Source: an optimization exercise on an open RTL-to-GDS flow (aim: small area and a short achievable clock period). Production flows keep margins and buffers that such runs may drop.
RTL that was checked went through simulation tests only; none was proved equivalent to the original.

==> run Y: inputs <==
Design wav_riff_stream_parser, start of the top module:
module wav_riff_stream_parser (
    input  wire             clk,
    input  wire             rst_n,
    input  wire             bytes_valid,
    output wire             bytes_ready,
    input  wire  [7:0]      bytes_in_byte,
    input  wire             bytes_end_of_file,
    output wire             results_valid,
    input  wire             results_ready,
    output wire  [1:0]      results_out_kind,
    output wire  [15:0]     results_sample_word,
    output wire  [1:0]      results_channel_count,
    output wire  [4:0]      results_sample_bits,
    output wire  [31:0]     results_sample_rate_hz,
    output wire  [2:0]      results_error_code,
    output wire             results_last_of_file
);
export LEC_CHECK = 0
export ABC_AREA = 1
export CAP_MARGIN = 20
export CORE_MARGIN = 2
export CORE_UTILIZATION = 40
export CTS_BUF_LIST = sky130_fd_sc_hd__clkbuf_8
export SETUP_SLACK_MARGIN = 3.6
export SLEW_MARGIN = 20
create_clock -name core_clock -period 6.0 [get_ports {clk}]
standard.sh (not shown) runs the stock make flow with config.mk's settings and CLKGATE_MAP_FILE= SYNTH_SCRIPT=/design/flow/synth_recipe.tcl, a recipe that flattens the netlist after the stock synthesis.
==> flow/flow/run.sh <==
#!/bin/bash
# The standard layout (the standard.sh: standard synthesis and ORFS flow),
# with one change: the port buffers are buf_1 cells instead of the default
# choice. Each tool's full output stays in ORFS's own logs under orfs/logs;
# make's output goes to flow_make.log here.
set -euo pipefail
bash standard.sh "BUFFER_PORTS_ARGS=-buffer_cell sky130_fd_sc_hd__buf_1" finish > flow_make.log 2>&1
==> run X (differences from run Y) <==
--- a/flow/design.v
+++ b/flow/design.v
@@ -88,21 +88,21 @@
     localparam logic [5:0] PH_SKIP  = 6'b001000;
     localparam logic [5:0] PH_DATA  = 6'b010000;
     localparam logic [5:0] PH_DRAIN = 6'b100000;
     logic [1:0]  step;
     logic        ready_q;
+    logic        ready_o;             
     logic        proc;                
     logic        dec;                 
     logic        outv;
     logic [5:0]  phase;
     logic [4:0]  cnt;
     logic        swapped;
     logic        seen;
     logic [7:0]  r0, r1, r2, r3;      
     logic [7:0]  c0, c1, c2, c3;      
     logic        rb, cb, kb;          
-    logic        kf;                  
     logic        rza, a1, a2;         
     logic        rz;                  
     logic        cl;                  
     logic        clt3;                
     logic        ma, mb;              
@@ -115,12 +115,12 @@
     logic        cand0;               
     logic        r_load, c_load;      
     logic [1:0]  kind_q;
     logic [2:0]  err_q;
     logic        last_q;
-    logic        emit_q, clrf_q, clrw_q;
-    assign bytes_ready            = ready_q;
+    logic        emit_q, clrf_q;
+    assign bytes_ready            = ready_o;
     assign results_valid          = outv;
     assign results_out_kind       = kind_q;
     assign results_sample_word    = word_q;
     assign results_channel_count  = chan_q;
     assign results_sample_bits    = {bits_q, 3'b000};
@@ -167,11 +167,11 @@
     assign nxt_proc = accept || (proc && !st3);
     assign r_dec    = !rz && ((ph_hdr && cnt[3]) || ph_chk || ph_fmt || ph_skip);
     assign c_dec    = ph_fmt || ph_skip || ph_data;
     assign r_bin = rb;
     assign c_bin = cb;
-    assign k_bin = kb;
+    assign k_bin = kb && !st0;
     always_comb
     begin
         for (int i = 0; i < 8; i++)
         begin
             r_bw[i] = r_bin && ((r3 & ((8'd1 << i) - 8'd1)) == 8'd0);
@@ -223,12 +223,11 @@
         c1 <= c0;
         c2 <= c1;
         c3 <= c2;
         rb <= st3 ? (accept && r_dec) : (r_bw[7] && !r3[7]);
         cb <= st3 ? (accept && c_dec) : (c_bw[7] && !c3[7]);
-        kb <= !st3 && k_lt;
-        kf <= k_lt;
+        kb <= k_lt;
         r_load <= nxt_proc && ph_hdr && (cnt[3:2] == 2'd1) && ((step + 2'd1) == tgt);
         c_load <= nxt_proc && ph_chk && cnt[2] && ((step + 2'd1) == tgt);
         rza <= (st0 || rza) && zr;
         a1  <= st0 ? zc1 : (a1 && zc);
         a2  <= st0 ? zc2 : (a2 && zc);
@@ -293,11 +292,11 @@
             ma <= ((k == 2'd0) || ma) && mlo && mhi;
     end
     logic id_byte, fmt_start, rate_wr;
     assign id_byte   = (ph_hdr && (cnt[3:2] != 2'd1)) || (ph_chk && !cnt[2]);
     assign fmt_start = ph_chk && (cnt == 5'd7) && ma && !mb && !seen;
-    assign rate_wr   = upd0 && ph_fmt && (cnt[4:2] == 3'd1);
+    assign rate_wr   = ready_q && ph_fmt && (cnt[4:2] == 3'd1);
     logic d_hdr_r, d_hdr_w, d_hdr3, d_hdr11, d_chk0z, d_chk_adv, d_sz;
     logic d_fmt15, d_fmtlt15, d_fmtge16, d_skip, d_d8, d_d16lo, d_d16hi, d_drain;
     assign d_hdr3    = ph_hdr && (cnt == 5'd3);
     assign d_hdr11   = ph_hdr && (cnt == 5'd11);
     assign d_hdr_w   = ph_hdr && (cnt >= 5'd7) && (cnt <= 5'd10);
@@ -314,27 +313,27 @@
     assign d_d16hi   = ph_data && b16 && cnt[0];
     assign d_drain   = phase[5];
     logic s_hdr_r, s_hdr_w, s_hdr3, s_hdr11, s_chk0z, s_chk_adv, s_sz;
     logic s_fmt15, s_fmtlt15, s_fmtge16, s_skip, s_d8, s_d16lo, s_d16hi, s_drain;
     logic ok;
+    assign s_hdr_r   = d_hdr_r;
+    assign s_hdr_w   = d_hdr_w;
+    assign s_hdr3    = d_hdr3;
+    assign s_hdr11   = d_hdr11;
+    assign s_chk0z   = d_chk0z;
+    assign s_chk_adv = d_chk_adv;
+    assign s_fmt15   = d_fmt15;
+    assign s_fmtlt15 = d_fmtlt15;
+    assign s_fmtge16 = d_fmtge16;
+    assign s_skip    = d_skip;
+    assign s_d8      = d_d8;
+    assign s_d16lo   = d_d16lo;
+    assign s_d16hi   = d_d16hi;
+    assign s_drain   = d_drain;
     always_ff @(posedge clk)
     begin
-        s_hdr_r   <= d_hdr_r;
-        s_hdr_w   <= d_hdr_w;
-        s_hdr3    <= d_hdr3;
-        s_hdr11   <= d_hdr11;
-        s_chk0z   <= d_chk0z;
-        s_chk_adv <= d_chk_adv;
         s_sz      <= d_sz;
-        s_fmt15   <= d_fmt15;
-        s_fmtlt15 <= d_fmtlt15;
-        s_fmtge16 <= d_fmtge16;
-        s_skip    <= d_skip;
-        s_d8      <= d_d8;
-        s_d16lo   <= d_d16lo;
-        s_d16hi   <= d_d16hi;
-        s_drain   <= d_drain;
         ok        <= tagok && (chan_q != 2'd0) && (bits_q != 2'd0);
     end
     logic chanz;
     assign chanz = (chan_q == 2'd0);
     logic emit_ne, emit_e, emit, sample, format, last;
@@ -379,11 +378,11 @@
     assign fmtk   = ma && !mb && !seen;
     assign datk   = ma && mb;
     assign othk   = !fmtk && !datk;
     assign sz_wz  = cl && !c3[0];
     assign sz_ed  = b16 ? cl : sz_wz;
-    assign sz_tb  = c0[7] || (!kf && !sz_wz);
+    assign sz_tb  = c0[7] || (!kb && !sz_wz);
     assign sz_emit = fmtk ? (sz_wz || eof_q) :
                      datk ? (!seen || (eof_q && !sz_ed)) :
                             (sz_tb || eof_q);
     assign sz_err  = fmtk ? (sz_wz ? 3'd4 : 3'd3) : {seen, 2'b11};
     assign sz_ph   = fmtk ? (sz_wz ? PH_DRAIN : PH_FMT) :
@@ -441,10 +440,12 @@
                 end
             end
         end
     end
     always_ff @(posedge clk)
+        ready_o <= (step == 2'd2) && !proc && !dec && !(outv && !results_ready);
+    always_ff @(posedge clk)
     begin
         if (ready_q)
         begin
             eof_q  <= bytes_end_of_file;
             cand0  <= ph_hdr  ? bytes_in_byte[2] :
@@ -454,11 +455,11 @@
             else if (hsel)
                 word_q[15:8] <= bytes_in_byte;
             else
                 word_q[7:0] <= bytes_in_byte;
         end
-        else if (dec && clrw_q)
+        else if (dec && (s_sz || (emit_q && (kind_q != KIND_SAMPLE))))
             word_q <= 16'd0;
         if (upd0)
         begin
             if (id_byte)
                 mb <= cand;
@@ -469,11 +470,10 @@
         end
         if (pfin)
         begin
             emit_q <= emit;
             clrf_q <= s_sz ? !seen : (emit && !(seen || (s_fmt15 && ok)));
-            clrw_q <= s_sz || (emit && !sample);
             kind_q <= kind;
             err_q  <= err;
             last_q <= last;
         end
         else if (dec && s_sz)
@@ -498,16 +498,16 @@
             else if (upd0 && ph_fmt && (cnt == 5'd3))
                 chan_q <= {f2, f1};
             else if (upd0 && ph_fmt && (cnt == 5'd15))
                 bits_q <= {f16, f8};
             if (rate_wr && tgt == 2'd0)
-                rate_q[7:0]   <= b;
+                rate_q[7:0] <= bytes_in_byte;
             if (rate_wr && tgt == 2'd1)
-                rate_q[15:8]  <= b;
+                rate_q[15:8] <= bytes_in_byte;
             if (rate_wr && tgt == 2'd2)
-                rate_q[23:16] <= b;
+                rate_q[23:16] <= bytes_in_byte;
             if (rate_wr && tgt == 2'd3)
-                rate_q[31:24] <= b;
+                rate_q[31:24] <= bytes_in_byte;
         end
     end
 endmodule
 `default_nettype wire
==> flow_metrics.py <==
metrics = {
    "global_route": {
        "grt_pass1_wl_um": 28220,
        "use_met3": 0.05592,
    },
    "power_and_ir_drop": {
        "p_per_area_mw_per_mm2": 270.6,
        "p_int_mw": 1.570,
        "seqPwrFrac": 0.538,
        "pg_clk_mw": 0.802,
        "power_mw": 2.181,
    },
    "timing": {
        "fin_crit_ns": 2.368,
        "timing.final.ws_setup_ns": 3.632,
    },
    "run_status": {
        "status": "no timing/DRC/antenna violations",
    },
    "final_layout": {
        "num-multi-input-gates": 549,
        "antennaDiodeCount": 2,
        "drive_gt1_frac": 0.1133,
    },
    "floorplanning": {
        "rows": 48,
        "die_h_um": 137.2,
    },
    "yosys": {
        "async_flop_share": 0.1159,
    },
}
Source of the figures above: run X

==> flow_metrics.py <==
metrics = {
    "run_status": {
        "status": "no timing/DRC/antenna violations",
    },
    "final_layout": {
        "antennaDiodeCount": 0,
        "drive_gt1_frac": 0.08211,
        "num-multi-input-gates": 534,
    },
    "global_route": {
        "grt_pass1_wl_um": 29170,
    },
    "power_and_ir_drop": {
        "p_per_area_mw_per_mm2": 275.5,
        "p_int_mw": 1.648,
        "power_mw": 2.265,
    },
    "yosys": {
        "async_flop_share": 0.1061,
    },
    "floorplanning": {
        "rows": 49,
    },
    "timing": {
        "timing.final.ws_setup_ns": 3.701,
    },
}
Source of the figures above: run Y

The RTL of run X was laid out without a check of its function.

## separate check: timing with driven ports
How much do the figures lean on ideal ports? The routed layouts below were timed once more, with nothing changed but the port constraints. Step 1 (the two cells are an assumption about what drives the block):
set clk [get_ports {clk}]
set_driving_cell -lib_cell sky130_fd_sc_hd__clkbuf_16 $clk
set_driving_cell -lib_cell sky130_fd_sc_hd__buf_2 [delete_from_list [all_inputs] $clk]
Step 2 times the ports against the registers' clock, not the clock port: input delays grow and output delays shrink by t, the midpoint of the rising clock arrivals with the driver on. Three values: ideal, step 1, step 2; two values: the first two.
| run | shift t [ns] | setup WS [ns] | worst register clock-pin slew, ns | worst slew at a driven data input, ns |
|---|---|---|---|---|
| run Y | 0.496 | 3.701 / 3.663 / 3.817 | 0.11 / 0.11 | 0.05 |
| run X | 0.500 | 3.632 / 3.593 / 3.760 | 0.10 / 0.10 | 0.04 |
After both steps every run listed still meets setup and hold.
